From an optimization exercise on the open Yosys and OpenROAD flow, aimed at small area, a short achievable clock period and few clock cycles per item; shortcuts taken in it are not production practice.
Function was checked by simulation only, so behaviour that the tests miss may differ from the original.

==> flow/design.v, too long to show whole: its modules and the start of the top module <==
// module cvs_ctrl: 45 lines
// module cvs_sq16: 222 lines
// module cvs_sq17: 220 lines
// module cosine_vector_similarity: 275 lines
module cosine_vector_similarity #(
  parameter int unsigned MAX_DIM = 4096
) (
  input  logic               clk_i,
  input  logic               rst_ni,
  input  logic               in_valid_i,
  output logic               in_ready_o,
  input  logic signed [15:0] a_elem_i,
  input  logic signed [15:0] b_elem_i,
  input  logic               last_pair_i,
  output logic               out_valid_o,
  input  logic               out_ready_i,
  output logic signed [31:0] similarity_o,
  output logic               zero_norm_o
);
  // ...
==> flow/flow/run.sh <==
#!/bin/bash
set -euo pipefail
export SETUP_SLACK_MARGIN=8.5
bash standard.sh > standard.log 2>&1
==> flow/standard.sh <==
#!/bin/bash
# synth_recipe.tcl (not shown) runs the flow's synth.tcl, then flattens the netlist and writes it again
# the make line also repeats each setting of config.mk as NAME=value (left out here)
make -C /OpenROAD-flow-scripts/flow DESIGN_CONFIG=/design/flow/config.mk WORK_HOME=/design/flow/orfs CLKGATE_MAP_FILE= SYNTH_SCRIPT=/design/flow/synth_recipe.tcl "${@:-finish}"
==> flow/config.mk <==
export PLATFORM = sky130hd
export DESIGN_NAME = cosine_vector_similarity
export DESIGN_NICKNAME = cosine_vector_similarity
export VERILOG_FILES = /design/flow/design.v
export SDC_FILE = /design/flow/constraint.sdc
export NUM_CORES = 4
export LEC_CHECK = 0
export CAP_MARGIN = 20
export CORE_MARGIN = 2
export CORE_UTILIZATION = 55
export SLEW_MARGIN = 20
==> flow/constraint.sdc <==
create_clock -name core_clock -period 14.0 [get_ports {clk_i}]
set_input_delay 2.8000 -clock core_clock [delete_from_list [all_inputs] [get_ports {clk_i}]]
set_output_delay 2.8000 -clock core_clock [all_outputs]
set_load 0.01 [all_outputs]
==> notes.md, run 1 <==
R2R depth=15; met2 usage=53.4%; Tightest Pin Transition=1.05 ns; multi-input gates=7345; fin worst setup slack=between 8 and 9 ns; WHS Path Cells=0; worst hold endpoint=l1_q$_DFF_PN0_; Final Non-Filler Cells=11600; critical path's largest stage delay=0.59 ns; cell family with most CP delay=compound AO/OA/AOI/OAI gates; relative slew slack=between 20% and 30%; largest net degree at the start of global routing=88; Die Span Y=between 300 and 400 um; multi-input gate share of total cell area=63.7%; Die ar.=149000 um2; drt drc=0; row cnt=140; crit start category=flip-flop; status=timing/DRC/antenna clean; final instance area=86700 um2; GR Util All Layers=33.8%; Slew Viols, Final=0; FFs w/ async S/R, synth=1.56%; Synth top cells by count=inv_1 (1162), nand2_1 (923), a21oi_1 (827), ha_1 (764), nor2_1 (760); Layout area overhead=8.17%; Detail Route met2 WL=114000 um; post-CTS resize count=between 60 and 70; number of synthesized register bits=831; commonest non-fill, non-tap cell in the layout=inv_1; Yosys warnings=2
Testbench counts, summed over its fixed seeds: cycles 25,134, items 640.
==> module cvs_ctrl, before the edit <==
module cvs_ctrl (
  input  logic clk_i,
  input  logic rst_ni,
  input  logic in_valid_i,
  input  logic last_pair_i,
  input  logic v0_i,         
  input  logic l0_i,         
  input  logic v1_i,         
  input  logic l1_i,         
  input  logic ps_idle_i,    
  input  logic ps_free_i,    
  output logic in_ready_o,
  output logic take_o,       
  output logic handoff_o,    
  output logic clr_o         
);
  logic rdy_q, blk_q, pend_q, rclr_q;
  logic final_avail, last_in_flight, set_blk, clr_blk, blk_n;
  assign in_ready_o     = rdy_q;
  assign take_o         = in_valid_i & rdy_q;
  assign final_avail    = (v1_i & l1_i) | pend_q;
  assign handoff_o      = final_avail & ps_free_i;
  assign last_in_flight = (v0_i & l0_i) | (v1_i & l1_i) | pend_q;
  assign set_blk        = take_o & last_pair_i & !(ps_idle_i & !last_in_flight);
  assign clr_blk        = handoff_o & !(v0_i & l0_i);
  assign blk_n          = set_blk | (blk_q & !clr_blk);
  assign clr_o          = handoff_o | rclr_q;
  always_ff @(posedge clk_i or negedge rst_ni) begin
    if (!rst_ni) begin
      rdy_q   <= 1'b1;
      blk_q   <= 1'b0;
      pend_q  <= 1'b0;
      rclr_q  <= 1'b1;
    end else begin
      rclr_q <= 1'b0;
      blk_q <= blk_n;
      rdy_q <= !blk_n;
      if (handoff_o) begin
        pend_q <= 1'b0;
      end else if (v1_i & l1_i) begin
        pend_q <= 1'b1;
      end
    end
  end
endmodule
==> module cosine_vector_similarity, before the edit <==
module cosine_vector_similarity #(
  parameter int unsigned MAX_DIM = 4096
) (
  input  logic               clk_i,
  input  logic               rst_ni,
  input  logic               in_valid_i,
  output logic               in_ready_o,
  input  logic signed [15:0] a_elem_i,
  input  logic signed [15:0] b_elem_i,
  input  logic               last_pair_i,
  output logic               out_valid_o,
  input  logic               out_ready_i,
  output logic signed [31:0] similarity_o,
  output logic               zero_norm_o
);
  logic take, handoff, clr;
  logic v0_q, l0_q, v1_q, l1_q;
  logic ps_idle, ps_free;
  cvs_ctrl u_ctrl (
    .clk_i       (clk_i),
    .rst_ni      (rst_ni),
    .in_valid_i  (in_valid_i),
    .last_pair_i (last_pair_i),
    .v0_i        (v0_q),
    .l0_i        (l0_q),
    .v1_i        (v1_q),
    .l1_i        (l1_q),
    .ps_idle_i   (ps_idle),
    .ps_free_i   (ps_free),
    .in_ready_o  (in_ready_o),
    .take_o      (take),
    .handoff_o   (handoff),
    .clr_o       (clr)
  );
  always_ff @(posedge clk_i or negedge rst_ni) begin
    if (!rst_ni) begin
      v0_q <= 1'b0;
      l0_q <= 1'b0;
      v1_q <= 1'b0;
      l1_q <= 1'b0;
    end else begin
      v0_q <= take;
      l0_q <= take & last_pair_i;
      v1_q <= v0_q;
      l1_q <= l0_q;
    end
  end
  logic [15:0] a0_q, b0_q;
  logic [16:0] s0_q;
  always_ff @(posedge clk_i) begin
    a0_q <= take ? a_elem_i : '0;
    b0_q <= take ? b_elem_i : '0;
    s0_q <= take ? ({a_elem_i[15], a_elem_i} + {b_elem_i[15], b_elem_i}) : '0;
  end
  logic [30:0] aa_w, bb_w, aa_q, bb_q;
  logic [32:0] ss_w, ss_q;
  logic        nza_q, nzb_q;
  cvs_sq16 u_sqa (.x(a0_q), .y(aa_w));
  cvs_sq16 u_sqb (.x(b0_q), .y(bb_w));
  cvs_sq17 u_sqs (.x(s0_q), .y(ss_w));
  always_ff @(posedge clk_i) begin
    aa_q  <= aa_w;
    bb_q  <= bb_w;
    ss_q  <= ss_w;
    nza_q <= |a0_q;
    nzb_q <= |b0_q;
  end
  logic [43:0] dot_q;                  
  logic [42:0] na_q, nb_q;             
  logic        nza_acc_q, nzb_acc_q;   
  logic [43:0] dot_in;
  logic [42:0] na_in, nb_in;
  logic [42:0] na_w, nb_w, na_n, nb_n;
  logic [44:0] x1, x2, x3, x4, s1, c1, s2, c2, t2;
  logic [43:0] dot_w, dot_n;
  logic        nza_n, nzb_n;
  assign dot_in = dot_q;
  assign na_in  = na_q;
  assign nb_in  = nb_q;
  assign na_w = na_in + {12'd0, aa_q};
  assign nb_w = nb_in + {12'd0, bb_q};
  assign na_n = (na_w[42] & (|na_w[30:0])) ? cvs_pkg::SUM_CAP : na_w;
  assign nb_n = (nb_w[42] & (|nb_w[30:0])) ? cvs_pkg::SUM_CAP : nb_w;
  assign x1 = {dot_in, 1'b0};
  assign x2 = {12'd0, ss_q};
  assign x3 = ~{14'd0, aa_q};
  assign x4 = ~{14'd0, bb_q};
  assign s1 = x1 ^ x2 ^ x3;
  assign c1 = {((x1[43:0] & x2[43:0]) | (x1[43:0] & x3[43:0]) | (x2[43:0] & x3[43:0])), 1'b1};
  assign s2 = s1 ^ c1 ^ x4;
  assign c2 = {((s1[43:0] & c1[43:0]) | (s1[43:0] & x4[43:0]) | (c1[43:0] & x4[43:0])), 1'b1};
  assign t2 = s2 + c2;
  assign dot_w = t2[44:1];
  always_comb begin
    if (!dot_w[43] && dot_w[42] && (|dot_w[30:0])) begin
      dot_n = {1'b0, cvs_pkg::SUM_CAP};
    end else if (dot_w[43] && !dot_w[42]) begin
      dot_n = 44'hC00_0000_0000;
    end else begin
      dot_n = dot_w;
    end
  end
  assign nza_n = nza_acc_q | nza_q;
  assign nzb_n = nzb_acc_q | nzb_q;
  always_ff @(posedge clk_i) begin
    dot_q     <= clr ? '0 : dot_n;
    na_q      <= clr ? '0 : na_n;
    nb_q      <= clr ? '0 : nb_n;
    nza_acc_q <= !clr & nza_n;
    nzb_acc_q <= !clr & nzb_n;
  end
  localparam logic [1:0] PS_IDLE = 2'd0, PS_BUSY = 2'd1, PS_DONE = 2'd2;
  logic [1:0]  ps_st_q;
  logic [4:0]  pcnt_q;
  logic [42:0] ma_q, hp_q, hn_q;
  logic [43:0] lb_q;               
  logic [43:0] mu_q;               
  logic [43:0] lu_q;               
  logic        pneg_q, pzn_q;
  logic        ds_take;
  logic [43:0] u_abs;
  logic [44:0] sp_w, sn_w;
  assign u_abs = mu_q[43] ? (~mu_q + 44'd1) : mu_q;
  assign sp_w  = {2'b00, hp_q} + (lb_q[0] ? {2'b00, ma_q} : 45'd0)
               + (lb_q[1] ? {1'b0, ma_q, 1'b0} : 45'd0);
  assign sn_w  = {2'b00, hn_q} + (lu_q[0] ? {2'b00, mu_q[42:0]} : 45'd0)
               + (lu_q[1] ? {1'b0, mu_q[42:0], 1'b0} : 45'd0);
  assign ps_idle = (ps_st_q == PS_IDLE);
  assign ps_free = ps_idle | ds_take;
  always_ff @(posedge clk_i or negedge rst_ni) begin
    if (!rst_ni) begin
      ps_st_q <= PS_IDLE;
    end else if (handoff) begin
      ps_st_q <= PS_BUSY;
    end else if (ds_take) begin
      ps_st_q <= PS_IDLE;
    end else if (ps_st_q == PS_BUSY && pcnt_q == 5'(cvs_pkg::MUL_STEPS)) begin
      ps_st_q <= PS_DONE;
    end
  end
  always_ff @(posedge clk_i) begin
    if (handoff) begin
      pcnt_q <= '0;
      ma_q   <= na_n;
      lb_q   <= {1'b0, nb_n};
      mu_q   <= dot_n;
      hp_q   <= '0;
      hn_q   <= '0;
      pneg_q <= dot_n[43];
      pzn_q  <= !(nza_n & nzb_n);
    end else if (ps_st_q == PS_BUSY) begin
      pcnt_q <= pcnt_q + 5'd1;
      if (pcnt_q == 5'd0) begin
        mu_q <= u_abs;
        lu_q <= u_abs;
      end else begin
        hp_q <= sp_w[44:2];
        lb_q <= {sp_w[1:0], lb_q[43:2]};
        hn_q <= sn_w[44:2];
        lu_q <= {sn_w[1:0], lu_q[43:2]};
      end
    end
  end
  localparam logic [1:0] DS_IDLE = 2'd0, DS_BUSY = 2'd1, DS_FINAL = 2'd2;
  logic [1:0]  ds_st_q;
  logic [4:0]  dcnt_q;
  logic [84:0] rem_q, div_q;
  logic [1:0]  qd_q;
  logic [31:0] srem_q;
  logic [29:0] root_q;
  logic        dsat_q, dzn_q, dneg_q;
  logic        ov_q, zn_q;
  logic [31:0] sim_q;
  logic        out_load, ds_free;
  logic [84:0] n_full, p_full;
  assign n_full = {hn_q[40:0], lu_q};
  assign p_full = {hp_q[40:0], lb_q};
  assign ds_free = (ds_st_q == DS_IDLE) | ((ds_st_q == DS_FINAL) & !ov_q);
  assign ds_take = (ps_st_q == PS_DONE) & ds_free;
  assign out_load = (ds_st_q == DS_FINAL) & (!ov_q | out_ready_i);
  logic [87:0] r4, r4o, pd1, pd2, d1, d2, d3, e3s, e3c;
  logic [1:0]  q_w;
  logic [84:0] rem_n;
  assign r4  = {1'b0, rem_q, 2'b00};
  assign pd1 = {3'b000, div_q};
  assign pd2 = {2'b00, div_q, 1'b0};
  assign d1  = r4 - pd1;
  assign d2  = r4 - pd2;
  assign r4o = {r4[87:1], 1'b1};
  assign e3s = r4o ^ ~pd1 ^ ~pd2;
  assign e3c = {((r4o[86:0] & ~pd1[86:0]) | (r4o[86:0] & ~pd2[86:0]) | (~pd1[86:0] & ~pd2[86:0])), 1'b1};
  assign d3  = e3s + e3c;
  always_comb begin
    if (!d3[87]) begin
      q_w   = 2'd3;
      rem_n = d3[84:0];
    end else if (!d2[87]) begin
      q_w   = 2'd2;
      rem_n = d2[84:0];
    end else if (!d1[87]) begin
      q_w   = 2'd1;
      rem_n = d1[84:0];
    end else begin
      q_w   = 2'd0;
      rem_n = r4[84:0];
    end
  end
  logic [33:0] sq_t, sq_trial, sq_s;
  logic        sq_ge;
  assign sq_t     = {srem_q, qd_q};
  assign sq_trial = {2'b00, root_q, 2'b01};
  assign sq_s     = sq_t - sq_trial;
  assign sq_ge    = !sq_s[33];
  logic [30:0] r_pos, r_neg;
  logic [31:0] sim_n;
  assign r_pos = {2'b00, root_q[28:0]};
  assign r_neg = ~r_pos + 31'd1;
  always_comb begin
    if (dzn_q) begin
      sim_n = '0;
    end else if (dsat_q) begin
      sim_n = dneg_q ? -{1'b0, cvs_pkg::ONE_Q30} : {1'b0, cvs_pkg::ONE_Q30};
    end else if (dneg_q) begin
      sim_n = sq_ge ? {~r_pos, 1'b1} : {r_neg, 1'b0};
    end else begin
      sim_n = {r_pos, sq_ge};
    end
  end
  always_ff @(posedge clk_i or negedge rst_ni) begin
    if (!rst_ni) begin
      ds_st_q <= DS_IDLE;
      ov_q    <= 1'b0;
    end else begin
      if (ds_take) begin
        ds_st_q <= (pzn_q || (n_full >= p_full)) ? DS_FINAL : DS_BUSY;
      end else if (out_load) begin
        ds_st_q <= DS_IDLE;
      end else if (ds_st_q == DS_BUSY && dcnt_q == 5'(cvs_pkg::DIV_STEPS - 1)) begin
        ds_st_q <= DS_FINAL;
      end
      if (out_load) begin
        ov_q <= 1'b1;
      end else if (out_ready_i) begin
        ov_q <= 1'b0;
      end
    end
  end
  always_ff @(posedge clk_i) begin
    rem_q <= ds_take ? n_full : rem_n;
    if (ds_take) begin
      dcnt_q <= '0;
      div_q  <= p_full;
      srem_q <= '0;
      root_q <= '0;
      qd_q   <= '0;
      dsat_q <= (n_full >= p_full);
      dzn_q  <= pzn_q;
      dneg_q <= pneg_q;
    end else if (ds_st_q == DS_BUSY) begin
      dcnt_q <= dcnt_q + 5'd1;
      qd_q   <= q_w;
      if (dcnt_q != 5'd0) begin
        srem_q <= sq_ge ? sq_s[31:0] : sq_t[31:0];
        root_q <= {root_q[28:0], sq_ge};
      end
    end
    if (out_load) begin
      sim_q <= sim_n;
      zn_q  <= dzn_q;
    end
  end
  assign out_valid_o  = ov_q;
  assign similarity_o = sim_q;
  assign zero_norm_o  = zn_q;
endmodule
==> run 2: changes to the inputs <==
--- a/flow/design.v
+++ b/flow/design.v
@@ -1,6 +1,6 @@
 package cvs_pkg;
   localparam logic [42:0] SUM_CAP = 43'h400_0000_0000;
-  localparam int MUL_STEPS = 22;
+  localparam int MUL_STEPS = 15;
   localparam int DIV_STEPS = 30;
   localparam logic [30:0] ONE_Q30 = 31'h4000_0000;
 endpackage
@@ -9,6 +9,8 @@
   input  logic rst_ni,
   input  logic in_valid_i,
   input  logic last_pair_i,
+  input  logic vi_i,         
+  input  logic li_i,         
   input  logic v0_i,         
   input  logic l0_i,         
   input  logic v1_i,         
@@ -26,9 +28,9 @@
   assign take_o         = in_valid_i & rdy_q;
   assign final_avail    = (v1_i & l1_i) | pend_q;
   assign handoff_o      = final_avail & ps_free_i;
-  assign last_in_flight = (v0_i & l0_i) | (v1_i & l1_i) | pend_q;
+  assign last_in_flight = (vi_i & li_i) | (v0_i & l0_i) | (v1_i & l1_i) | pend_q;
   assign set_blk        = take_o & last_pair_i & !(ps_idle_i & !last_in_flight);
-  assign clr_blk        = handoff_o & !(v0_i & l0_i);
+  assign clr_blk        = handoff_o & !(vi_i & li_i) & !(v0_i & l0_i);
   assign blk_n          = set_blk | (blk_q & !clr_blk);
   assign clr_o          = handoff_o | rclr_q;
   always_ff @(posedge clk_i or negedge rst_ni) begin
@@ -507,13 +509,15 @@
   output logic               zero_norm_o
 );
   logic take, handoff, clr;
-  logic v0_q, l0_q, v1_q, l1_q;
+  logic vi_q, li_q, v0_q, l0_q, v1_q, l1_q;
   logic ps_idle, ps_free;
   cvs_ctrl u_ctrl (
     .clk_i       (clk_i),
     .rst_ni      (rst_ni),
     .in_valid_i  (in_valid_i),
     .last_pair_i (last_pair_i),
+    .vi_i        (vi_q),
+    .li_i        (li_q),
     .v0_i        (v0_q),
     .l0_i        (l0_q),
     .v1_i        (v1_q),
@@ -527,23 +531,29 @@
   );
   always_ff @(posedge clk_i or negedge rst_ni) begin
     if (!rst_ni) begin
+      vi_q <= 1'b0;
+      li_q <= 1'b0;
       v0_q <= 1'b0;
       l0_q <= 1'b0;
       v1_q <= 1'b0;
       l1_q <= 1'b0;
     end else begin
-      v0_q <= take;
-      l0_q <= take & last_pair_i;
+      vi_q <= take;
+      li_q <= take & last_pair_i;
+      v0_q <= vi_q;
+      l0_q <= li_q;
       v1_q <= v0_q;
       l1_q <= l0_q;
     end
   end
-  logic [15:0] a0_q, b0_q;
+  logic [15:0] ai_q, bi_q, a0_q, b0_q;
   logic [16:0] s0_q;
   always_ff @(posedge clk_i) begin
-    a0_q <= take ? a_elem_i : '0;
-    b0_q <= take ? b_elem_i : '0;
-    s0_q <= take ? ({a_elem_i[15], a_elem_i} + {b_elem_i[15], b_elem_i}) : '0;
+    ai_q <= a_elem_i;
+    bi_q <= b_elem_i;
+    a0_q <= vi_q ? ai_q : '0;
+    b0_q <= vi_q ? bi_q : '0;
+    s0_q <= vi_q ? ({ai_q[15], ai_q} + {bi_q[15], bi_q}) : '0;
   end
   logic [30:0] aa_w, bb_w, aa_q, bb_q;
   logic [32:0] ss_w, ss_q;
@@ -606,18 +616,20 @@
   logic [1:0]  ps_st_q;
   logic [4:0]  pcnt_q;
   logic [42:0] ma_q, hp_q, hn_q;
-  logic [43:0] lb_q;               
+  logic [44:0] lb_q;               
   logic [43:0] mu_q;               
-  logic [43:0] lu_q;               
+  logic [44:0] lu_q;               
   logic        pneg_q, pzn_q;
   logic        ds_take;
   logic [43:0] u_abs;
-  logic [44:0] sp_w, sn_w;
+  logic [45:0] sp_w, sn_w;
   assign u_abs = mu_q[43] ? (~mu_q + 44'd1) : mu_q;
-  assign sp_w  = {2'b00, hp_q} + (lb_q[0] ? {2'b00, ma_q} : 45'd0)
-               + (lb_q[1] ? {1'b0, ma_q, 1'b0} : 45'd0);
-  assign sn_w  = {2'b00, hn_q} + (lu_q[0] ? {2'b00, mu_q[42:0]} : 45'd0)
-               + (lu_q[1] ? {1'b0, mu_q[42:0], 1'b0} : 45'd0);
+  assign sp_w  = {3'b000, hp_q} + (lb_q[0] ? {3'b000, ma_q} : 46'd0)
+               + (lb_q[1] ? {2'b00, ma_q, 1'b0} : 46'd0)
+               + (lb_q[2] ? {1'b0, ma_q, 2'b00} : 46'd0);
+  assign sn_w  = {3'b000, hn_q} + (lu_q[0] ? {3'b000, mu_q[42:0]} : 46'd0)
+               + (lu_q[1] ? {2'b00, mu_q[42:0], 1'b0} : 46'd0)
+               + (lu_q[2] ? {1'b0, mu_q[42:0], 2'b00} : 46'd0);
   assign ps_idle = (ps_st_q == PS_IDLE);
   assign ps_free = ps_idle | ds_take;
   always_ff @(posedge clk_i or negedge rst_ni) begin
@@ -635,7 +647,7 @@
     if (handoff) begin
       pcnt_q <= '0;
       ma_q   <= na_n;
-      lb_q   <= {1'b0, nb_n};
+      lb_q   <= {2'b00, nb_n};
       mu_q   <= dot_n;
       hp_q   <= '0;
       hn_q   <= '0;
@@ -645,32 +657,35 @@
       pcnt_q <= pcnt_q + 5'd1;
       if (pcnt_q == 5'd0) begin
         mu_q <= u_abs;
-        lu_q <= u_abs;
+        lu_q <= {1'b0, u_abs};
       end else begin
-        hp_q <= sp_w[44:2];
-        lb_q <= {sp_w[1:0], lb_q[43:2]};
-        hn_q <= sn_w[44:2];
-        lu_q <= {sn_w[1:0], lu_q[43:2]};
+        hp_q <= sp_w[45:3];
+        lb_q <= {sp_w[2:0], lb_q[44:3]};
+        hn_q <= sn_w[45:3];
+        lu_q <= {sn_w[2:0], lu_q[44:3]};
       end
     end
   end
-  localparam logic [1:0] DS_IDLE = 2'd0, DS_BUSY = 2'd1, DS_FINAL = 2'd2;
-  logic [1:0]  ds_st_q;
+  logic        dbusy_q, tail_q;
   logic [4:0]  dcnt_q;
   logic [84:0] rem_q, div_q;
   logic [1:0]  qd_q;
   logic [31:0] srem_q;
   logic [29:0] root_q;
-  logic        dsat_q, dzn_q, dneg_q;
+  logic        bsat_q, bzn_q, bneg_q;    
+  logic        tsat_q, tzn_q, tneg_q;    
   logic        ov_q, zn_q;
   logic [31:0] sim_q;
-  logic        out_load, ds_free;
+  logic        out_load, dstep, last_step, n_ge_p;
   logic [84:0] n_full, p_full;
-  assign n_full = {hn_q[40:0], lu_q};
-  assign p_full = {hp_q[40:0], lb_q};
-  assign ds_free = (ds_st_q == DS_IDLE) | ((ds_st_q == DS_FINAL) & !ov_q);
-  assign ds_take = (ps_st_q == PS_DONE) & ds_free;
-  assign out_load = (ds_st_q == DS_FINAL) & (!ov_q | out_ready_i);
+  assign n_full = {hn_q[39:0], lu_q};
+  assign p_full = {hp_q[39:0], lb_q};
+  assign n_ge_p    = (n_full >= p_full);
+  assign dstep     = dbusy_q;
+  assign last_step = dbusy_q & (dcnt_q == 5'(cvs_pkg::DIV_STEPS - 1));
+  assign ds_take   = (ps_st_q == PS_DONE)
+                   & ((!dbusy_q & (!tail_q | !ov_q)) | (last_step & !ov_q));
+  assign out_load  = tail_q & (!ov_q | out_ready_i);
   logic [87:0] r4, r4o, pd1, pd2, d1, d2, d3, e3s, e3c;
   logic [1:0]  q_w;
   logic [84:0] rem_n;
@@ -699,9 +714,14 @@
     end
   end
   logic [33:0] sq_t, sq_trial, sq_s;
-  logic        sq_ge;
-  assign sq_t     = {srem_q, qd_q};
-  assign sq_trial = {2'b00, root_q, 2'b01};
+  logic [31:0] srem_in;
+  logic [29:0] root_in;
+  logic        sq_ge, sq_first;
+  assign sq_first = (dcnt_q == 5'd1);
+  assign srem_in  = sq_first ? '0 : srem_q;
+  assign root_in  = sq_first ? '0 : root_q;
+  assign sq_t     = {srem_in, qd_q};
+  assign sq_trial = {2'b00, root_in, 2'b01};
   assign sq_s     = sq_t - sq_trial;
   assign sq_ge    = !sq_s[33];
   logic [30:0] r_pos, r_neg;
@@ -709,11 +729,11 @@
   assign r_pos = {2'b00, root_q[28:0]};
   assign r_neg = ~r_pos + 31'd1;
   always_comb begin
-    if (dzn_q) begin
+    if (tzn_q) begin
       sim_n = '0;
-    end else if (dsat_q) begin
-      sim_n = dneg_q ? -{1'b0, cvs_pkg::ONE_Q30} : {1'b0, cvs_pkg::ONE_Q30};
-    end else if (dneg_q) begin
+    end else if (tsat_q) begin
+      sim_n = tneg_q ? -{1'b0, cvs_pkg::ONE_Q30} : {1'b0, cvs_pkg::ONE_Q30};
+    end else if (tneg_q) begin
       sim_n = sq_ge ? {~r_pos, 1'b1} : {r_neg, 1'b0};
     end else begin
       sim_n = {r_pos, sq_ge};
@@ -721,15 +741,19 @@
   end
   always_ff @(posedge clk_i or negedge rst_ni) begin
     if (!rst_ni) begin
-      ds_st_q <= DS_IDLE;
+      dbusy_q <= 1'b0;
+      tail_q  <= 1'b0;
       ov_q    <= 1'b0;
     end else begin
       if (ds_take) begin
-        ds_st_q <= (pzn_q || (n_full >= p_full)) ? DS_FINAL : DS_BUSY;
+        dbusy_q <= 1'b1;
+      end else if (last_step) begin
+        dbusy_q <= 1'b0;
+      end
+      if (last_step) begin
+        tail_q <= 1'b1;
       end else if (out_load) begin
-        ds_st_q <= DS_IDLE;
-      end else if (ds_st_q == DS_BUSY && dcnt_q == 5'(cvs_pkg::DIV_STEPS - 1)) begin
-        ds_st_q <= DS_FINAL;
+        tail_q <= 1'b0;
       end
       if (out_load) begin
         ov_q <= 1'b1;
@@ -741,25 +765,29 @@
   always_ff @(posedge clk_i) begin
     rem_q <= ds_take ? n_full : rem_n;
     if (ds_take) begin
-      dcnt_q <= '0;
+      dcnt_q <= (pzn_q || n_ge_p) ? 5'(cvs_pkg::DIV_STEPS - 1) : 5'd0;
       div_q  <= p_full;
-      srem_q <= '0;
-      root_q <= '0;
-      qd_q   <= '0;
-      dsat_q <= (n_full >= p_full);
-      dzn_q  <= pzn_q;
-      dneg_q <= pneg_q;
-    end else if (ds_st_q == DS_BUSY) begin
+      bsat_q <= n_ge_p;
+      bzn_q  <= pzn_q;
+      bneg_q <= pneg_q;
+    end else if (dstep) begin
       dcnt_q <= dcnt_q + 5'd1;
-      qd_q   <= q_w;
+    end
+    if (dstep) begin
+      qd_q <= q_w;
       if (dcnt_q != 5'd0) begin
         srem_q <= sq_ge ? sq_s[31:0] : sq_t[31:0];
-        root_q <= {root_q[28:0], sq_ge};
+        root_q <= {root_in[28:0], sq_ge};
       end
     end
+    if (last_step) begin
+      tsat_q <= bsat_q;
+      tzn_q  <= bzn_q;
+      tneg_q <= bneg_q;
+    end
     if (out_load) begin
       sim_q <= sim_n;
-      zn_q  <= dzn_q;
+      zn_q  <= tzn_q;
     end
   end
   assign out_valid_o  = ov_q;
--- a/flow/config.mk
+++ b/flow/config.mk
@@ -7,5 +7,5 @@
 export LEC_CHECK = 0
 export CAP_MARGIN = 20
 export CORE_MARGIN = 2
-export CORE_UTILIZATION = 55
+export CORE_UTILIZATION = 40
 export SLEW_MARGIN = 20
==> notes.md, run 2 <==
initial core utilization=40.3% (was 55.2%); CTS buffer count=101 (was 97); clock latency (worst-skew pair)=0.78 ns (was 0.73 ns); Hold Fails Final Rpt=0 (unchanged); Die X=456 um (was 386 um); HP Start=l0_q$_DFF_PN0_ (unchanged); area of the multi-input gates=56400 um2 (was 55200 um2); worst hold path type=flip-flop to flip-flop (unchanged); most frequent cells in the layout=nand2_1 (1139), inv_1 (1099), ha_1 (749) (was inv_1 (1160), nand2_1 (920), a21oi_1 (823)); Yosys top cell area share=13.6% (was 13.0%); GR Util All Layers=24.1% (was 33.8%); post-DR wirelength/cell=21.2 um (was 22.1 um); Core Util, Final=45.2% (was 59.7%); drt drc=0 (unchanged); Reg area=21300 um2 (was 19800 um2); row cnt=165 (was 140); largest net degree at the start of global routing=145 (was 88); CP Max Fanout=7 (unchanged); first-pass GRT wire length=399000 um (was 389000 um); Layout area overhead=12.0% (was 8.17%); synthesized area=81800 um2 (was 80200 um2); DRT iter0 DRCs=6453 (was 5883); Synth top cells by count=nand2_1 (1146), inv_1 (1102), ha_1 (772), a21oi_1 (701), nor2_1 (625) (was inv_1 (1162), nand2_1 (923), a21oi_1 (827), ha_1 (764), nor2_1 (760)); Max Root-Sink Buffers=3 (unchanged); DRT Pass-1 Iters=8 (was 6); reg-to-reg slack, setup=8.59 ns (was 8.56 ns); GPL Wtd Cong=0.968 (was 0.988); synthesized net count=11000 (about the same); critical path endpoint category=flip-flop (unchanged); clk sink count=870 (was 831); clk_skew=0.0739 ns (was 0.0279 ns); root buf cell=clkbuf_16 (unchanged); min cycle time layout=5.41 ns (was 5.44 ns); FFs w/ async S/R, synth=1.72% (was 1.56%); number of synthesized flops with an enable pin=370 (was 297); Mean Syn Cell Area=8.49 um2 (was 8.23 um2); Fillers=19800 (was 13200); Cell Chain, Critical Path=buf_12 -> buf_12 -> buf_4 -> nand2_1 -> fa_1 -> inv_1 -> fa_1 -> ha_1 -> o21a_1 -> o21a_1 -> o21ai_0 -> a21oi_1 -> o21ai_0 -> a31oi_2 -> o21ai_2 -> o21ai_2 -> a31o_2 -> nand3_2 -> a31oi_4 -> or4_1 -> a31oi_1 -> xor2_1 -> o21ai_0 (was inv_1 -> ha_1 -> nand2_1 -> nor3_1 -> nand3_1 -> nor4_1 -> o21ai_0 -> a311oi_2 -> o211ai_1 -> a211oi_1 -> o22ai_1 -> o31ai_1 -> xnor2_1 -> o211a_1 -> a221o_1); required time worst endpoint=14.57 ns (was 14.60 ns); Antenna Nets Post-Route=0 (unchanged); Port-buffer cells=71 (unchanged); WHS Path Cells=0 (unchanged); Die Span Y=456 um (was 386 um); relative slew slack=20.8% (was 29.9%); Core ar.=203000 um2 (was 145000 um2); Yosys cell types=85 (was 103); Die ar.=208000 um2 (was 149000 um2); Slew Viols, Final=0 (unchanged); Yosys warnings=2 (unchanged); commonest non-fill, non-tap cell in the layout=nand2_1 (was inv_1); RSZ-0062 raised after global routing=yes (unchanged); number of synthesized register bits=870 (was 831); Max Fclk=185 MHz (was 184 MHz); WS Path Type=flip-flop to flip-flop (unchanged); CTS H-Tree Depth=3 (unchanged); biggest registers after layout=div_q x85, rem_q x85 (unchanged); worst hold endpoint=l1_q$_DFF_PN0_ (unchanged); largest cells by area after synthesis=edfxtp_1 (14%), fa_1 (13%), dfxtp_1 (12%), ha_1 (12%), nand2_1 (5.3%) (was dfxtp_1 (13%), ha_1 (12%), fa_1 (11%), edfxtp_1 (11%), inv_1 (5.4%)); Tightest Pin Transition=1.19 ns (was 1.05 ns); total wire length=262000 um (was 256000 um); slowest CP cell=fa_1 (was a211oi_1); Setup-failing EPs final=0 (unchanged); reg2reg end=hp_q[41]$_SDFFE_PP0P_ (was rem_q[80]$_DFF_P_); number of max-cap violations=0 (unchanged); vias in the first global route=68300 (was 66700); number of nets in the layout=11000 (was 10800); CTS tree=built (unchanged); status=timing/DRC/antenna clean (unchanged); critical path's largest stage delay=0.51 ns (was 0.59 ns); Worst-path clk slew=0.06 ns (about the same); crit start category=flip-flop (unchanged); vias per cell=5.63 (was 6.02); most frequent CP cell=o21ai_0; share of cells above drive strength 1=7.24% (was 5.02%); Tcrit/Tclk final=38.6% (was 38.9%); total negative slack=0 ns (unchanged); Worst EP arrival=5.98 ns (was 6.04 ns); I/O pins=72 (unchanged); total number of vias=69600 (was 69800); Post-DP HPWL=200000 um (was 204000 um); gr ovfl total=0 (unchanged); R2R depth=23 (was 15); area leader, netlist=edfxtp_1 (was dfxtp_1); Critical R2R Launch=lb_q[1]$_DFFE_PP_ (was div_q[37]$_DFFE_PP_); ys flop type=dfxtp_1 (unchanged); cell family with most CP delay=compound AO/OA/AOI/OAI gates (unchanged); Worst path depth=23 (was 15); sequential-to-total area share from yosys stat=25.9% (was 24.5%); worst path buffer plus inverter count=4 (was 1); Mapped Cells=9630 (was 9737); most numerous cell in the Yosys netlist=nand2_1 (was inv_1); initial antenna violation count=7 (was 10)
## run 2: how the worst max path moves through the flow
stage | slack [ns] | end | start
4_1_cts | 8.48 | rem_q[42]$_DFF_P_ | div_q[4]$_DFFE_PP_
3_5_place_dp | 7.15 | rem_q[42]$_DFF_P_ | div_q[26]$_DFFE_PP_
6_report | 8.59 | hp_q[41]$_SDFFE_PP0P_ | lb_q[1]$_DFFE_PP_
3_3_place_gp | 7.24 | rem_q[42]$_DFF_P_ | div_q[26]$_DFFE_PP_
2_1_floorplan | 8.53 | hn_q[40]$_SDFFE_PP0P_ | lu_q[0]$_DFFE_PP_
5_1_grt | 8.38 | hn_q[41]$_SDFFE_PP0P_ | lu_q[0]$_DFFE_PP_
## run 2: logic make-up after synthesis
group                      after synthesis  share of synthesized area (%)
xor gates and xnor gates               617                           6.61
AOI/OAI and AO/OA                     2291                           17.7
adders and majority gates             1310                           25.0
DFF                                    870                           25.9
and+or+nand+nor                       2995                           17.3
muxes                                   43                          0.571
buffers and inverters                 1503                           6.90
other                                    1                        0.00459
## run 2: stage by stage
| stage | cell area [um2] | worst slack, ns | hold WS (ns) | std cells |
|---|---|---|---|---|
| 2_1_floorplan | 81800 | 8.53 | 0.329 | 9630 |
| 3_3_place_gp | 85000 | 7.24 | 0.361 | 12000 |
| 3_5_place_dp | 85000 | 7.15 | 0.369 | 12000 |
| 4_1_cts | 89800 | 8.48 | 0.383 | 12300 |
| 5_1_grt | 91600 | 8.38 | 0.397 | 12400 |
| 6_report | 91600 | 8.59 | 0.379 | 12400 |
## run 2: cell type report
type                            instances  share of cell area (%)
Clock inverter                         61                   0.939
Timing Repair Buffer                  265                    2.98
Sequential cell                       870                    23.2
Clock buffer                          130                    3.09
Antenna cell                            1                 0.00273
Multi-Input combinational cell       7262                    61.6
Inverter                             1103                    4.53
Tap cell                             2672                    3.65
## run 2: what timing repair did
item | CTS | global route
pin swaps | 43 | 87
cloned | 9 | 14
setup buffers | 33 | 73
resized for setup | 186 | 195
setup endpoints to repair | 307 | 332
hold buffers | 0 | 0
## run 2: per-layer routing
metal / wire, um / global-route usage (%)
met5: 24 / 0
met4: 9560 / 7.29
met3: 17900 / 3.48
met2: 118000 / 39.1
met1: 116000 / 33.2
## run 2: worst reg2reg max path, cell delays in order (launching register included)
cell      delay (ns)
edfxtp_1        0.47
buf_12          0.18
buf_12          0.14
buf_4           0.13
nand2_1         0.07
fa_1            0.51
inv_1           0.05
fa_1            0.46
ha_1            0.38
o21a_1          0.21
o21a_1          0.17
o21ai_0         0.22
a21oi_1         0.13
o21ai_0         0.24
a31oi_2         0.11
o21ai_2         0.24
o21ai_2         0.10
a31o_2          0.29
nand3_2         0.12
a31oi_4         0.10
or4_1           0.44
a31oi_1         0.23
xor2_1          0.16
o21ai_0         0.08
Testbench counts of run 2, summed over its fixed seeds: cycles 24,280, items 640.
==> run 3: changes to the inputs <==
--- a/flow/design.v
+++ b/flow/design.v
@@ -1,6 +1,6 @@
 package cvs_pkg;
   localparam logic [42:0] SUM_CAP = 43'h400_0000_0000;
-  localparam int MUL_STEPS = 15;
+  localparam int MUL_STEPS = 22;
   localparam int DIV_STEPS = 30;
   localparam logic [30:0] ONE_Q30 = 31'h4000_0000;
 endpackage
@@ -9,14 +9,12 @@
   input  logic rst_ni,
   input  logic in_valid_i,
   input  logic last_pair_i,
-  input  logic vi_i,         
-  input  logic li_i,         
   input  logic v0_i,         
   input  logic l0_i,         
   input  logic v1_i,         
   input  logic l1_i,         
-  input  logic ps_idle_i,    
-  input  logic ps_free_i,    
+  input  logic slot_ok_i,    
+  input  logic buf_free_i,   
   output logic in_ready_o,
   output logic take_o,       
   output logic handoff_o,    
@@ -27,10 +25,10 @@
   assign in_ready_o     = rdy_q;
   assign take_o         = in_valid_i & rdy_q;
   assign final_avail    = (v1_i & l1_i) | pend_q;
-  assign handoff_o      = final_avail & ps_free_i;
-  assign last_in_flight = (vi_i & li_i) | (v0_i & l0_i) | (v1_i & l1_i) | pend_q;
-  assign set_blk        = take_o & last_pair_i & !(ps_idle_i & !last_in_flight);
-  assign clr_blk        = handoff_o & !(vi_i & li_i) & !(v0_i & l0_i);
+  assign handoff_o      = final_avail & buf_free_i;
+  assign last_in_flight = (v0_i & l0_i) | (v1_i & l1_i) | pend_q;
+  assign set_blk        = take_o & last_pair_i & !(slot_ok_i & !last_in_flight);
+  assign clr_blk        = handoff_o & !(v0_i & l0_i);
   assign blk_n          = set_blk | (blk_q & !clr_blk);
   assign clr_o          = handoff_o | rclr_q;
   always_ff @(posedge clk_i or negedge rst_ni) begin
@@ -509,21 +507,19 @@
   output logic               zero_norm_o
 );
   logic take, handoff, clr;
-  logic vi_q, li_q, v0_q, l0_q, v1_q, l1_q;
-  logic ps_idle, ps_free;
+  logic v0_q, l0_q, v1_q, l1_q;
+  logic ps_idle, slot_ok, buf_free;
   cvs_ctrl u_ctrl (
     .clk_i       (clk_i),
     .rst_ni      (rst_ni),
     .in_valid_i  (in_valid_i),
     .last_pair_i (last_pair_i),
-    .vi_i        (vi_q),
-    .li_i        (li_q),
     .v0_i        (v0_q),
     .l0_i        (l0_q),
     .v1_i        (v1_q),
     .l1_i        (l1_q),
-    .ps_idle_i   (ps_idle),
-    .ps_free_i   (ps_free),
+    .slot_ok_i   (slot_ok),
+    .buf_free_i  (buf_free),
     .in_ready_o  (in_ready_o),
     .take_o      (take),
     .handoff_o   (handoff),
@@ -531,29 +527,23 @@
   );
   always_ff @(posedge clk_i or negedge rst_ni) begin
     if (!rst_ni) begin
-      vi_q <= 1'b0;
-      li_q <= 1'b0;
       v0_q <= 1'b0;
       l0_q <= 1'b0;
       v1_q <= 1'b0;
       l1_q <= 1'b0;
     end else begin
-      vi_q <= take;
-      li_q <= take & last_pair_i;
-      v0_q <= vi_q;
-      l0_q <= li_q;
+      v0_q <= take;
+      l0_q <= take & last_pair_i;
       v1_q <= v0_q;
       l1_q <= l0_q;
     end
   end
-  logic [15:0] ai_q, bi_q, a0_q, b0_q;
+  logic [15:0] a0_q, b0_q;
   logic [16:0] s0_q;
   always_ff @(posedge clk_i) begin
-    ai_q <= a_elem_i;
-    bi_q <= b_elem_i;
-    a0_q <= vi_q ? ai_q : '0;
-    b0_q <= vi_q ? bi_q : '0;
-    s0_q <= vi_q ? ({ai_q[15], ai_q} + {bi_q[15], bi_q}) : '0;
+    a0_q <= take ? a_elem_i : '0;
+    b0_q <= take ? b_elem_i : '0;
+    s0_q <= take ? ({a_elem_i[15], a_elem_i} + {b_elem_i[15], b_elem_i}) : '0;
   end
   logic [30:0] aa_w, bb_w, aa_q, bb_q;
   logic [32:0] ss_w, ss_q;
@@ -612,58 +602,75 @@
     nza_acc_q <= !clr & nza_n;
     nzb_acc_q <= !clr & nzb_n;
   end
+  logic [43:0] xd_q;
+  logic [42:0] xa_q, xb_q;
+  logic        xzn_q, xfull_q;
+  logic        ps_load;
+  assign slot_ok  = !xfull_q | ps_idle;
+  assign buf_free = !xfull_q | ps_load;
+  always_ff @(posedge clk_i or negedge rst_ni) begin
+    if (!rst_ni) begin
+      xfull_q <= 1'b0;
+    end else if (handoff) begin
+      xfull_q <= 1'b1;
+    end else if (ps_load) begin
+      xfull_q <= 1'b0;
+    end
+  end
+  always_ff @(posedge clk_i) begin
+    if (handoff) begin
+      xd_q  <= dot_n;
+      xa_q  <= na_n;
+      xb_q  <= nb_n;
+      xzn_q <= !(nza_n & nzb_n);
+    end
+  end
   localparam logic [1:0] PS_IDLE = 2'd0, PS_BUSY = 2'd1, PS_DONE = 2'd2;
   logic [1:0]  ps_st_q;
   logic [4:0]  pcnt_q;
   logic [42:0] ma_q, hp_q, hn_q;
-  logic [44:0] lb_q;               
-  logic [43:0] mu_q;               
-  logic [44:0] lu_q;               
+  logic [43:0] lb_q;               
+  logic [42:0] mu_q;               
+  logic [43:0] lu_q;               
   logic        pneg_q, pzn_q;
   logic        ds_take;
   logic [43:0] u_abs;
-  logic [45:0] sp_w, sn_w;
-  assign u_abs = mu_q[43] ? (~mu_q + 44'd1) : mu_q;
-  assign sp_w  = {3'b000, hp_q} + (lb_q[0] ? {3'b000, ma_q} : 46'd0)
-               + (lb_q[1] ? {2'b00, ma_q, 1'b0} : 46'd0)
-               + (lb_q[2] ? {1'b0, ma_q, 2'b00} : 46'd0);
-  assign sn_w  = {3'b000, hn_q} + (lu_q[0] ? {3'b000, mu_q[42:0]} : 46'd0)
-               + (lu_q[1] ? {2'b00, mu_q[42:0], 1'b0} : 46'd0)
-               + (lu_q[2] ? {1'b0, mu_q[42:0], 2'b00} : 46'd0);
+  logic [44:0] sp_w, sn_w;
+  assign u_abs = xd_q[43] ? (~xd_q + 44'd1) : xd_q;
+  assign sp_w  = {2'b00, hp_q} + (lb_q[0] ? {2'b00, ma_q} : 45'd0)
+               + (lb_q[1] ? {1'b0, ma_q, 1'b0} : 45'd0);
+  assign sn_w  = {2'b00, hn_q} + (lu_q[0] ? {2'b00, mu_q} : 45'd0)
+               + (lu_q[1] ? {1'b0, mu_q, 1'b0} : 45'd0);
   assign ps_idle = (ps_st_q == PS_IDLE);
-  assign ps_free = ps_idle | ds_take;
+  assign ps_load = xfull_q & (ps_idle | ds_take);
   always_ff @(posedge clk_i or negedge rst_ni) begin
     if (!rst_ni) begin
       ps_st_q <= PS_IDLE;
-    end else if (handoff) begin
+    end else if (ps_load) begin
       ps_st_q <= PS_BUSY;
     end else if (ds_take) begin
       ps_st_q <= PS_IDLE;
-    end else if (ps_st_q == PS_BUSY && pcnt_q == 5'(cvs_pkg::MUL_STEPS)) begin
+    end else if (ps_st_q == PS_BUSY && pcnt_q == 5'(cvs_pkg::MUL_STEPS - 1)) begin
       ps_st_q <= PS_DONE;
     end
   end
   always_ff @(posedge clk_i) begin
-    if (handoff) begin
+    if (ps_load) begin
       pcnt_q <= '0;
-      ma_q   <= na_n;
-      lb_q   <= {2'b00, nb_n};
-      mu_q   <= dot_n;
+      ma_q   <= xa_q;
+      lb_q   <= {1'b0, xb_q};
+      mu_q   <= u_abs[42:0];
+      lu_q   <= u_abs;
       hp_q   <= '0;
       hn_q   <= '0;
-      pneg_q <= dot_n[43];
-      pzn_q  <= !(nza_n & nzb_n);
+      pneg_q <= xd_q[43];
+      pzn_q  <= xzn_q;
     end else if (ps_st_q == PS_BUSY) begin
       pcnt_q <= pcnt_q + 5'd1;
-      if (pcnt_q == 5'd0) begin
-        mu_q <= u_abs;
-        lu_q <= {1'b0, u_abs};
-      end else begin
-        hp_q <= sp_w[45:3];
-        lb_q <= {sp_w[2:0], lb_q[44:3]};
-        hn_q <= sn_w[45:3];
-        lu_q <= {sn_w[2:0], lu_q[44:3]};
-      end
+      hp_q   <= sp_w[44:2];
+      lb_q   <= {sp_w[1:0], lb_q[43:2]};
+      hn_q   <= sn_w[44:2];
+      lu_q   <= {sn_w[1:0], lu_q[43:2]};
     end
   end
   logic        dbusy_q, tail_q;
@@ -678,8 +685,8 @@
   logic [31:0] sim_q;
   logic        out_load, dstep, last_step, n_ge_p;
   logic [84:0] n_full, p_full;
-  assign n_full = {hn_q[39:0], lu_q};
-  assign p_full = {hp_q[39:0], lb_q};
+  assign n_full = {hn_q[40:0], lu_q};
+  assign p_full = {hp_q[40:0], lb_q};
   assign n_ge_p    = (n_full >= p_full);
   assign dstep     = dbusy_q;
   assign last_step = dbusy_q & (dcnt_q == 5'(cvs_pkg::DIV_STEPS - 1));
==> notes.md, run 3 <==
number of nets in the layout=10900 (was 11000); Yosys cell types=100 (was 85); Synth top cells by count=inv_1 (1168), nand2_1 (1073), ha_1 (763), a21oi_1 (736), nor2_1 (705) (was nand2_1 (1146), inv_1 (1102), ha_1 (772), a21oi_1 (701), nor2_1 (625)); DRT Pass-1 Iters=8 (unchanged); gr ovfl total=0 (unchanged); RSZ-0062 raised after global routing=yes (unchanged); most numerous cell in the Yosys netlist=inv_1 (was nand2_1); Tightest Pin Transition=1.23 ns (was 1.19 ns); Worst EP arrival=6.09 ns (was 5.98 ns); critical path endpoint category=flip-flop (unchanged); CTS tree=built (unchanged); total number of vias=68900 (was 69600); CTS H-Tree Depth=3 (unchanged); reg2reg end=dot_q[26]$_SDFF_PN0_ (was hp_q[41]$_SDFFE_PP0P_); HP Start=xa_q[14]$_DFFE_PP_ (was l0_q$_DFF_PN0_); Max Root-Sink Buffers=3 (unchanged); Critical R2R Launch=aa_q[2]$_DFF_P_ (was lb_q[1]$_DFFE_PP_); Core ar.=207000 um2 (was 203000 um2); CP Max Fanout=8 (was 7); Mean Syn Cell Area=8.62 um2 (was 8.49 um2); Reg area=24500 um2 (was 21300 um2); Antenna Nets Post-Route=0 (unchanged); Tcrit/Tclk final=38.8% (was 38.6%); crit start category=flip-flop (unchanged); CTS buffer count=113 (was 101); commonest non-fill, non-tap cell in the layout=inv_1 (was nand2_1); DRT iter0 DRCs=5678 (was 6453); number of synthesized flops with an enable pin=499 (was 370); total negative slack=0 ns (unchanged); ys flop type=edfxtp_1 (was dfxtp_1); largest cells by area after synthesis=edfxtp_1 (18%), ha_1 (11%), fa_1 (11%), dfxtp_1 (11%), inv_1 (5.3%) (was edfxtp_1 (14%), fa_1 (13%), dfxtp_1 (12%), ha_1 (12%), nand2_1 (5.3%)); largest net degree at the start of global routing=99 (was 145); synthesized area=83500 um2 (was 81800 um2); post-DR wirelength/cell=20.3 um (was 21.2 um); reg-to-reg slack, setup=8.57 ns (was 8.59 ns); total wire length=254000 um (was 262000 um); Worst-path clk slew=0.06 ns (about the same); Slew Viols, Final=0 (unchanged); synthesized net count=10900 (was 11000); GPL Wtd Cong=0.947 (was 0.968); clock latency (worst-skew pair)=0.79 ns (was 0.78 ns); worst hold path type=flip-flop to flip-flop (unchanged); Yosys warnings=2 (unchanged); initial core utilization=40.3% (about the same); status=timing/DRC/antenna clean (unchanged); vias in the first global route=66800 (was 68300); Die ar.=212000 um2 (was 208000 um2); vias per cell=5.51 (was 5.63); clk_skew=0.0642 ns (was 0.0739 ns); R2R depth=19 (was 23); Setup-failing EPs final=0 (unchanged); Max Fclk=184 MHz (was 185 MHz); Layout area overhead=10.3% (was 12.0%); Port-buffer cells=71 (unchanged); required time worst endpoint=14.66 ns (was 14.57 ns); share of cells above drive strength 1=5.27% (was 7.24%); Die Span Y=461 um (was 456 um); area leader, netlist=edfxtp_1 (unchanged); clk sink count=965 (was 870); relative slew slack=17.2% (was 20.8%); Hold Fails Final Rpt=0 (unchanged); min cycle time layout=5.43 ns (was 5.41 ns); biggest registers after layout=div_q x85, rem_q x85 (unchanged); Fillers=20300 (was 19800); Post-DP HPWL=201000 um (was 200000 um); FFs w/ async S/R, synth=1.45% (was 1.72%); GR Util All Layers=23.4% (was 24.1%); initial antenna violation count=5 (was 7); WS Path Type=flip-flop to flip-flop (unchanged); Mapped Cells=9687 (was 9630); CTS hold repair buffers=0 (unchanged); number of synthesized register bits=965 (was 870); row cnt=167 (was 165); WHS Path Cells=0 (unchanged); first-pass GRT wire length=390000 um (was 399000 um); I/O pins=72 (unchanged); most frequent cells in the layout=inv_1 (1163), nand2_1 (1067), ha_1 (760) (was nand2_1 (1139), inv_1 (1099), ha_1 (749)); worst hold endpoint=ma_q[14]$_DFFE_PP_ (was l1_q$_DFF_PN0_); sequential-to-total area share from yosys stat=29.2% (was 25.9%); drt drc=0 (unchanged); Die X=461 um (was 456 um); Yosys top cell area share=18.0% (was 13.6%); number of max-cap violations=0 (unchanged); area of the multi-input gates=53900 um2 (was 56400 um2); root buf cell=clkbuf_16 (unchanged)
-- run 3: changes by cell type after synthesis, sizes merged, moves of 28 or more --
cell    before   now
nor2       625   707
dfxtp      485   452
o31ai       94    66
inv       1102  1169
a311oi      41     9
fa         538   456
clkbuf     382   340
a21oi      701   736
o32ai       32     2
nor3       124   164
edfxtp     370   499
nand2     1146  1074
and2       329   255
-- run 3: cells by family (layout without fill, tap and decap cells) --
group / count (synthesis) / in the layout / share of synthesized area [%]
AO/OA/AOI/OAI: 2361 / 2361 / 18.0
XOR/XNOR: 618 / 618 / 6.49
adder cells (fa/ha/maj): 1219 / 1219 / 22.4
buffers and inverters: 1544 / 1567 / 6.99
flip-flops: 965 / 965 / 29.2
multiplexers: 23 / 23 / 0.288
other: 1 / 4 / 0.00449
AND/OR/NAND/NOR: 2956 / 2957 / 16.7
-- run 3: routing by layer --
layer,vias to the layer above,part of all wire [%],GRT usage [%]
met5,-,0,0
met4,0,3.9,8.16
met3,357,5.6,2.56
met2,2048,44,36.6
met1,33400,46,33.5
li1,33100,-,-
-- run 3: worst max-delay path by stage --
stage | start | endpoint | cells after the start | slack [ns]
finish | aa_q[2]$_DFF_P_ | dot_q[26]$_SDFF_PN0_ | 19 | 8.57
global placement | dcnt_q[2]$_DFFE_PP_ | sim_q[23]$_SDFFCE_PP0P_ | 20 | 7.39
floorplan | a_elem_i[1] | s0_q[15]$_SDFF_PN0_ | 14 | 8.65
CTS | aa_q[7]$_DFF_P_ | xd_q[32]$_DFFE_PP_ | 18 | 8.48
detailed placement | div_q[6]$_DFFE_PP_ | rem_q[1]$_DFF_P_ | 18 | 7.34
global route | lb_q[1]$_DFFE_PP_ | hp_q[41]$_SDFFE_PP0P_ | 20 | 8.47
-- run 3: critical path: stages (launching register included) --
cell and delay [ns]:
dfxtp_2 0.37, fa_1 0.54, inv_1 0.05, fa_1 0.48
ha_4 0.31, nor2b_1 0.20, o2111a_1 0.27, o311a_1 0.26
o211ai_4 0.12, and2_1 0.19, o211ai_1 0.48, and4b_1 0.28
and4_1 0.21, nand4_1 0.12, or4_4 0.46, o41ai_4 0.27
mux2i_4 0.18, buf_12 0.18, buf_4 0.14, nor3_2 0.21
-- run 3: cell type report --
class | count | area share, %
diodes | 3 | 0.00816
clock buffers | 142 | 3.31
clock inverters | 74 | 1.02
inverters | 1169 | 4.79
multi-input cells | 7179 | 58.5
flip-flops and latches | 965 | 26.7
well taps | 2788 | 3.79
repair buffers | 181 | 1.89
repair inverters | 1 | 0.00816
-- run 3: stage by stage --
| step | cells | utilization [%] | worst slack, ns | cell area [um2] | hold slack, ns |
|---|---|---|---|---|---|
| finish | 12500 | 44.4 | 8.57 | 92100 | 0.380 |
| global route | 12500 | 44.4 | 8.47 | 92100 | 0.397 |
| CTS | 12500 | 44.0 | 8.48 | 91300 | 0.385 |
| detailed placement | 12200 | 41.8 | 7.34 | 86700 | 0.371 |
| global placement | 12200 | 41.8 | 7.39 | 86700 | 0.359 |
| floorplan | 9687 | - | 8.65 | 83500 | 0.329 |
-- run 3: repair_timing --
action / in CTS / in global routing
pin swaps: 7 / 18
cloned: 3 / 3
endpoints found under the setup margin: 275 / 324
resized for setup: 119 / 111
buffers inserted: 19 / 40
Testbench counts of run 3, summed over its fixed seeds: cycles 23,100, items 640.
==> run 4: changes to the inputs <==
--- a/flow/design.v
+++ b/flow/design.v
@@ -491,6 +491,48 @@
   assign r1 = {x[16], t210, t209, t207, t205, t203, t201, t199, t197, t195, t193, t191, t189, t187, t185, t183, t181, t179, t177, t175, t173, t171, t169, t167, t165, t163, t161, t159, t157, 1'b0, x[1], 1'b0, 1'b0};
   assign y = r0 + r1;
 endmodule
+module cvs_bk_add #(parameter int W = 88) (
+  input  logic [W-1:0] a, b,
+  input  logic         ci,
+  output logic [W-1:0] y
+);
+  localparam int L = $clog2(W);
+  logic [W-1:0] g [0:2*L];
+  logic [W-1:0] p [0:2*L];
+  logic [W-1:0] g0, p0;
+  assign g0 = a & b;
+  assign p0 = a ^ b;
+  assign g[0] = {g0[W-1:1], g0[0] | (p0[0] & ci)};
+  assign p[0] = p0;
+  genvar l, i;
+  generate
+    for (l = 0; l < L; l++) begin : up
+      for (i = 0; i < W; i++) begin : b
+        if ((i % (2 << l)) == ((2 << l) - 1)) begin : m
+          assign g[l+1][i] = g[l][i] | (p[l][i] & g[l][i - (1 << l)]);
+          assign p[l+1][i] = p[l][i] & p[l][i - (1 << l)];
+        end else begin : k
+          assign g[l+1][i] = g[l][i];
+          assign p[l+1][i] = p[l][i];
+        end
+      end
+    end
+    for (l = L - 2; l >= 0; l--) begin : dn
+      for (i = 0; i < W; i++) begin : b
+        if ((i % (2 << l)) == ((1 << l) - 1) && i >= ((3 << l) - 1)) begin : m
+          assign g[2*L-1-l][i] = g[2*L-2-l][i] | (p[2*L-2-l][i] & g[2*L-2-l][i - (1 << l)]);
+          assign p[2*L-1-l][i] = p[2*L-2-l][i] & p[2*L-2-l][i - (1 << l)];
+        end else begin : k
+          assign g[2*L-1-l][i] = g[2*L-2-l][i];
+          assign p[2*L-1-l][i] = p[2*L-2-l][i];
+        end
+      end
+    end
+  endgenerate
+  logic [W-1:0] c;
+  assign c = {g[2*L-1][W-2:0], ci};
+  assign y = p0 ^ c;
+endmodule
 module cosine_vector_similarity #(
   parameter int unsigned MAX_DIM = 4096
 ) (
@@ -633,6 +675,7 @@
   logic [42:0] mu_q;               
   logic [43:0] lu_q;               
   logic        pneg_q, pzn_q;
+  logic        plo_ge_q;           
   logic        ds_take;
   logic [43:0] u_abs;
   logic [44:0] sp_w, sn_w;
@@ -665,8 +708,10 @@
       hn_q   <= '0;
       pneg_q <= xd_q[43];
       pzn_q  <= xzn_q;
+      plo_ge_q <= 1'b1;
     end else if (ps_st_q == PS_BUSY) begin
       pcnt_q <= pcnt_q + 5'd1;
+      plo_ge_q <= (sn_w[1:0] > sp_w[1:0]) | ((sn_w[1:0] == sp_w[1:0]) & plo_ge_q);
       hp_q   <= sp_w[44:2];
       lb_q   <= {sp_w[1:0], lb_q[43:2]};
       hn_q   <= sn_w[44:2];
@@ -687,7 +732,7 @@
   logic [84:0] n_full, p_full;
   assign n_full = {hn_q[40:0], lu_q};
   assign p_full = {hp_q[40:0], lb_q};
-  assign n_ge_p    = (n_full >= p_full);
+  assign n_ge_p    = (hn_q[40:0] > hp_q[40:0]) | ((hn_q[40:0] == hp_q[40:0]) & plo_ge_q);
   assign dstep     = dbusy_q;
   assign last_step = dbusy_q & (dcnt_q == 5'(cvs_pkg::DIV_STEPS - 1));
   assign ds_take   = (ps_st_q == PS_DONE)
@@ -699,12 +744,12 @@
   assign r4  = {1'b0, rem_q, 2'b00};
   assign pd1 = {3'b000, div_q};
   assign pd2 = {2'b00, div_q, 1'b0};
-  assign d1  = r4 - pd1;
-  assign d2  = r4 - pd2;
+  cvs_bk_add #(.W(88)) u_d1 (.a(r4), .b(~pd1), .ci(1'b1), .y(d1));
+  cvs_bk_add #(.W(88)) u_d2 (.a(r4), .b(~pd2), .ci(1'b1), .y(d2));
   assign r4o = {r4[87:1], 1'b1};
   assign e3s = r4o ^ ~pd1 ^ ~pd2;
   assign e3c = {((r4o[86:0] & ~pd1[86:0]) | (r4o[86:0] & ~pd2[86:0]) | (~pd1[86:0] & ~pd2[86:0])), 1'b1};
-  assign d3  = e3s + e3c;
+  cvs_bk_add #(.W(88)) u_d3 (.a(e3s), .b(e3c), .ci(1'b0), .y(d3));
   always_comb begin
     if (!d3[87]) begin
       q_w   = 2'd3;
--- a/flow/config.mk
+++ b/flow/config.mk
@@ -7,5 +7,5 @@
 export LEC_CHECK = 0
 export CAP_MARGIN = 20
 export CORE_MARGIN = 2
-export CORE_UTILIZATION = 40
+export CORE_UTILIZATION = 55
 export SLEW_MARGIN = 20
==> notes.md, run 4 <==
Final Non-Filler Cells=10600 (was 12500); CTS H-Tree Depth=3 (unchanged); clk sink count=966 (was 965); area leader, netlist=edfxtp_1 (unchanged); initial core utilization=55.2% (was 40.3%); largest cells by area after synthesis=edfxtp_1 (19%), fa_1 (15%), dfxtp_1 (11%), ha_1 (11%), inv_1 (5.6%) (was edfxtp_1 (18%), ha_1 (11%), fa_1 (11%), dfxtp_1 (11%), inv_1 (5.3%)); min cycle time layout=5.32 ns (was 5.43 ns); Die Span Y=383 um (was 461 um); Inst Count DP=10300 (was 12200); most frequent cells in the layout=inv_1 (1160), nand2_1 (926), ha_1 (720) (was inv_1 (1163), nand2_1 (1067), ha_1 (760)); CTS tree=built (unchanged); Synth top cells by count=inv_1 (1171), nand2_1 (929), ha_1 (720), fa_1 (577), edfxtp_1 (499) (was inv_1 (1168), nand2_1 (1073), ha_1 (763), a21oi_1 (736), nor2_1 (705)); initial antenna violation count=10 (was 5); Worst EP arrival=5.94 ns (was 6.09 ns); post-DR wirelength/cell=21.0 um (was 20.3 um); number of synthesized register bits=966 (was 965); Die X=383 um (was 461 um); number of max-cap violations=0 (unchanged); Setup-failing EPs final=0 (unchanged); Yosys top cell area share=19.0% (was 18.0%); RSZ-0062 raised after global routing=yes (unchanged); critical path endpoint category=flip-flop (unchanged); ys flop type=edfxtp_1 (unchanged); sequential-to-total area share from yosys stat=30.9% (was 29.2%); Layout area overhead=9.41% (was 10.3%); Max Root-Sink Buffers=3 (unchanged); Post-DP HPWL=168000 um (was 201000 um); GPL Wtd Cong=0.929 (was 0.947); gr ovfl total=0 (unchanged); FFs w/ async S/R, synth=1.45% (about the same); crit start category=flip-flop (unchanged); Core Util, Final=60.4% (was 44.4%); Fillers=12600 (was 20300); vias per cell=5.73 (was 5.51); Port-buffer cells=71 (unchanged); Max Fclk=188 MHz (was 184 MHz); required time worst endpoint=14.63 ns (was 14.66 ns); Core ar.=143000 um2 (was 207000 um2); Worst-path clk slew=0.07 ns (was 0.06 ns); drt drc=0 (unchanged); total negative slack=0 ns (unchanged); most numerous cell in the Yosys netlist=inv_1 (unchanged); area of the multi-input gates=49800 um2 (was 53900 um2); WS Path Type=flip-flop to flip-flop (unchanged); number of synthesized flops with an enable pin=499 (unchanged); CTS hold repair buffers=0 (unchanged); GR Util All Layers=29.8% (was 23.4%); hold slack=0.381 ns (was 0.380 ns); clk_skew=0.0318 ns (was 0.0642 ns); Die ar.=147000 um2 (was 212000 um2); final instance area=86500 um2 (was 92100 um2); fin worst setup slack=8.68 ns (was 8.57 ns); row cnt=139 (was 167); Hold Fails Final Rpt=0 (unchanged); Tcrit/Tclk final=38.0% (was 38.8%); root buf cell=clkbuf_16 (unchanged); Slew Viols, Final=0 (unchanged); Setup WS pre-CTS=6.68 ns (was 7.34 ns); DRT Pass-1 Iters=6 (was 8); share of cells above drive strength 1=5.44% (was 5.27%); Mapped Cells=8582 (was 9687); Yosys cell types=92 (was 100); I/O pins=72 (unchanged); worst hold path type=flip-flop to flip-flop (unchanged); total number of vias=60500 (was 68900); Mean Syn Cell Area=9.21 um2 (was 8.62 um2); vias in the first global route=59300 (was 66800); CP Max Fanout=4 (was 8); Antenna Nets Post-Route=0 (unchanged); DRT iter0 DRCs=4486 (was 5678); CTS buffer count=113 (unchanged); Tightest Pin Transition=1.17 ns (was 1.23 ns); status=timing/DRC/antenna clean (unchanged); Yosys warnings=5 (was 2); largest net degree at the start of global routing=159 (was 99); first-pass GRT wire length=340000 um (was 390000 um); synthesized net count=9916 (was 10900); total wire length=221000 um (was 254000 um); synthesized area=79100 um2 (was 83500 um2); clock latency (worst-skew pair)=0.76 ns (was 0.79 ns); biggest registers after layout=div_q x85, rem_q x85 (unchanged); placed inst area=81500 um2 (was 86700 um2); number of nets in the layout=9882 (was 10900); relative slew slack=21.8% (was 17.2%); Reg area=24500 um2 (about the same); commonest non-fill, non-tap cell in the layout=inv_1 (unchanged)
==> run 4: changes by cell type after synthesis, sizes merged, moves of 73 or more <==
cell / delta
a21oi: -305
nor2: -236
nand2: -145
o21ai: -137
fa: +121
xnor2: -88
clkbuf: -78
a21o: -73
==> run 4: final cells by class <==
class,instances,share of cell area (%)
timing repair buffer,138,1.63
tap,1903,2.75
clock buffer,145,3.62
sequential,966,28.3
timing repair inverter,1,0.00868
inverter,1173,5.11
clock inverter,69,0.988
antenna,2,0.00579
multi-input combinational,6155,57.6
==> run 4: logic make-up (layout without fill, tap and decap cells) <==
group / count (synthesis) / count (layout) / synth area share, %
compound gates: 1643 / 1645 / 13.5
flops: 966 / 966 / 30.9
simple gates: 2646 / 2646 / 16.3
mux: 65 / 66 / 0.836
other cells: 1 / 3 / 0.00474
xor+xnor: 500 / 500 / 5.54
buf+inv: 1464 / 1526 / 6.97
fa+ha+maj: 1297 / 1297 / 26.0
==> run 4: repair_timing <==
item,4_1_cts,5_1_grt
hold endpoints to repair,0,0
buffers inserted,8,15
gates cloned,4,5
setup endpoints to repair,213,266
resized for setup,80,104
pin swaps,5,12
==> run 4: worst paths after layout <==
kind                                    start                   endpoint  slack (ns)  cells past startpoint
setup reg to reg           div_q[7]$_DFFE_PP_          rem_q[55]$_DFF_P_        8.68                     21
hold reg to reg                l0_q$_DFF_PN0_             l1_q$_DFF_PN0_        0.38                      0
setup / recovery           div_q[7]$_DFFE_PP_          rem_q[55]$_DFF_P_        8.68                     21
max in group asynchronous              rst_ni  u_ctrl.pend_q$_DFFE_PN0P_       11.03                      1
hold / removal                 l0_q$_DFF_PN0_             l1_q$_DFF_PN0_        0.38                      0
min in group asynchronous              rst_ni        dbusy_q$_DFFE_PN0P_        2.50                      1
==> run 4: worst max-delay path, stage by stage (launching register included) <==
cell	delay [ns]
edfxtp_1	0.43
inv_1	0.20
fa_1	0.47
ha_1	0.38
nand2_1	0.07
o21ai_0	0.25
o311ai_2	0.21
o21ai_1	0.32
nand3_2	0.24
a211oi_4	0.40
nor2_1	0.14
o21bai_2	0.20
a21o_1	0.24
inv_1	0.11
o21ai_0	0.31
a21o_1	0.17
a21oi_1	0.08
fa_1	0.39
xor2_1	0.17
nand2_1	0.07
o22ai_1	0.09
a221oi_1	0.26
==> run 4: per-layer routing <==
| metal | GRT usage [%] | vias to the layer above | wire [um] | part of all wire [%] |
|---|---|---|---|---|
| met5 | 0 | - | 25 | 0.011 |
| met4 | 13.5 | 4 | 10500 | 4.7 |
| met3 | 3.04 | 354 | 11700 | 5.3 |
| met2 | 48.4 | 1585 | 102000 | 46 |
| met1 | 40.4 | 29500 | 97300 | 44 |
| li1 | - | 29100 | - | - |
Testbench counts of run 4, summed over its fixed seeds: cycles 23,100, items 640.

[static timing again, ports no longer ideal]
No port has a modelled driver above. Below, the same layouts with a new extraction and two added sets of constraints.
Step 1 sets driving cells, clkbuf_16 on the clock port and buf_2 on the other inputs (assumed; they add their load-dependent delay and slew).
Step 2, shift: input delay + t, output delay - t, t = (earliest + latest rising clock arrival at the registers) / 2. This alone moves slack from input paths to output paths.
a / b / c = no drivers / after step 1 / after step 2; a / b = the first two.
run | shift t [ns] | setup WS [ns] | worst setup path at the end | slew at the worst register clock pin (ns)
run 1 | 0.795 | 8.558 / 8.558 / 8.056 | input to register | 0.07 / 0.07
run 2 | 0.828 | 8.593 / 8.593 / 8.593 | register to register | 0.07 / 0.07
run 3 | 0.852 | 8.569 / 8.569 / 7.966 | input to register | 0.07 / 0.07
run 4 | 0.818 | 8.683 / 8.683 / 7.972 | input to register | 0.07 / 0.07
After both steps every run listed still meets setup and hold. For run 4, which loses most, drivers alone change the setup slack by 0.000 ns; drivers and shift together by -0.711 ns.
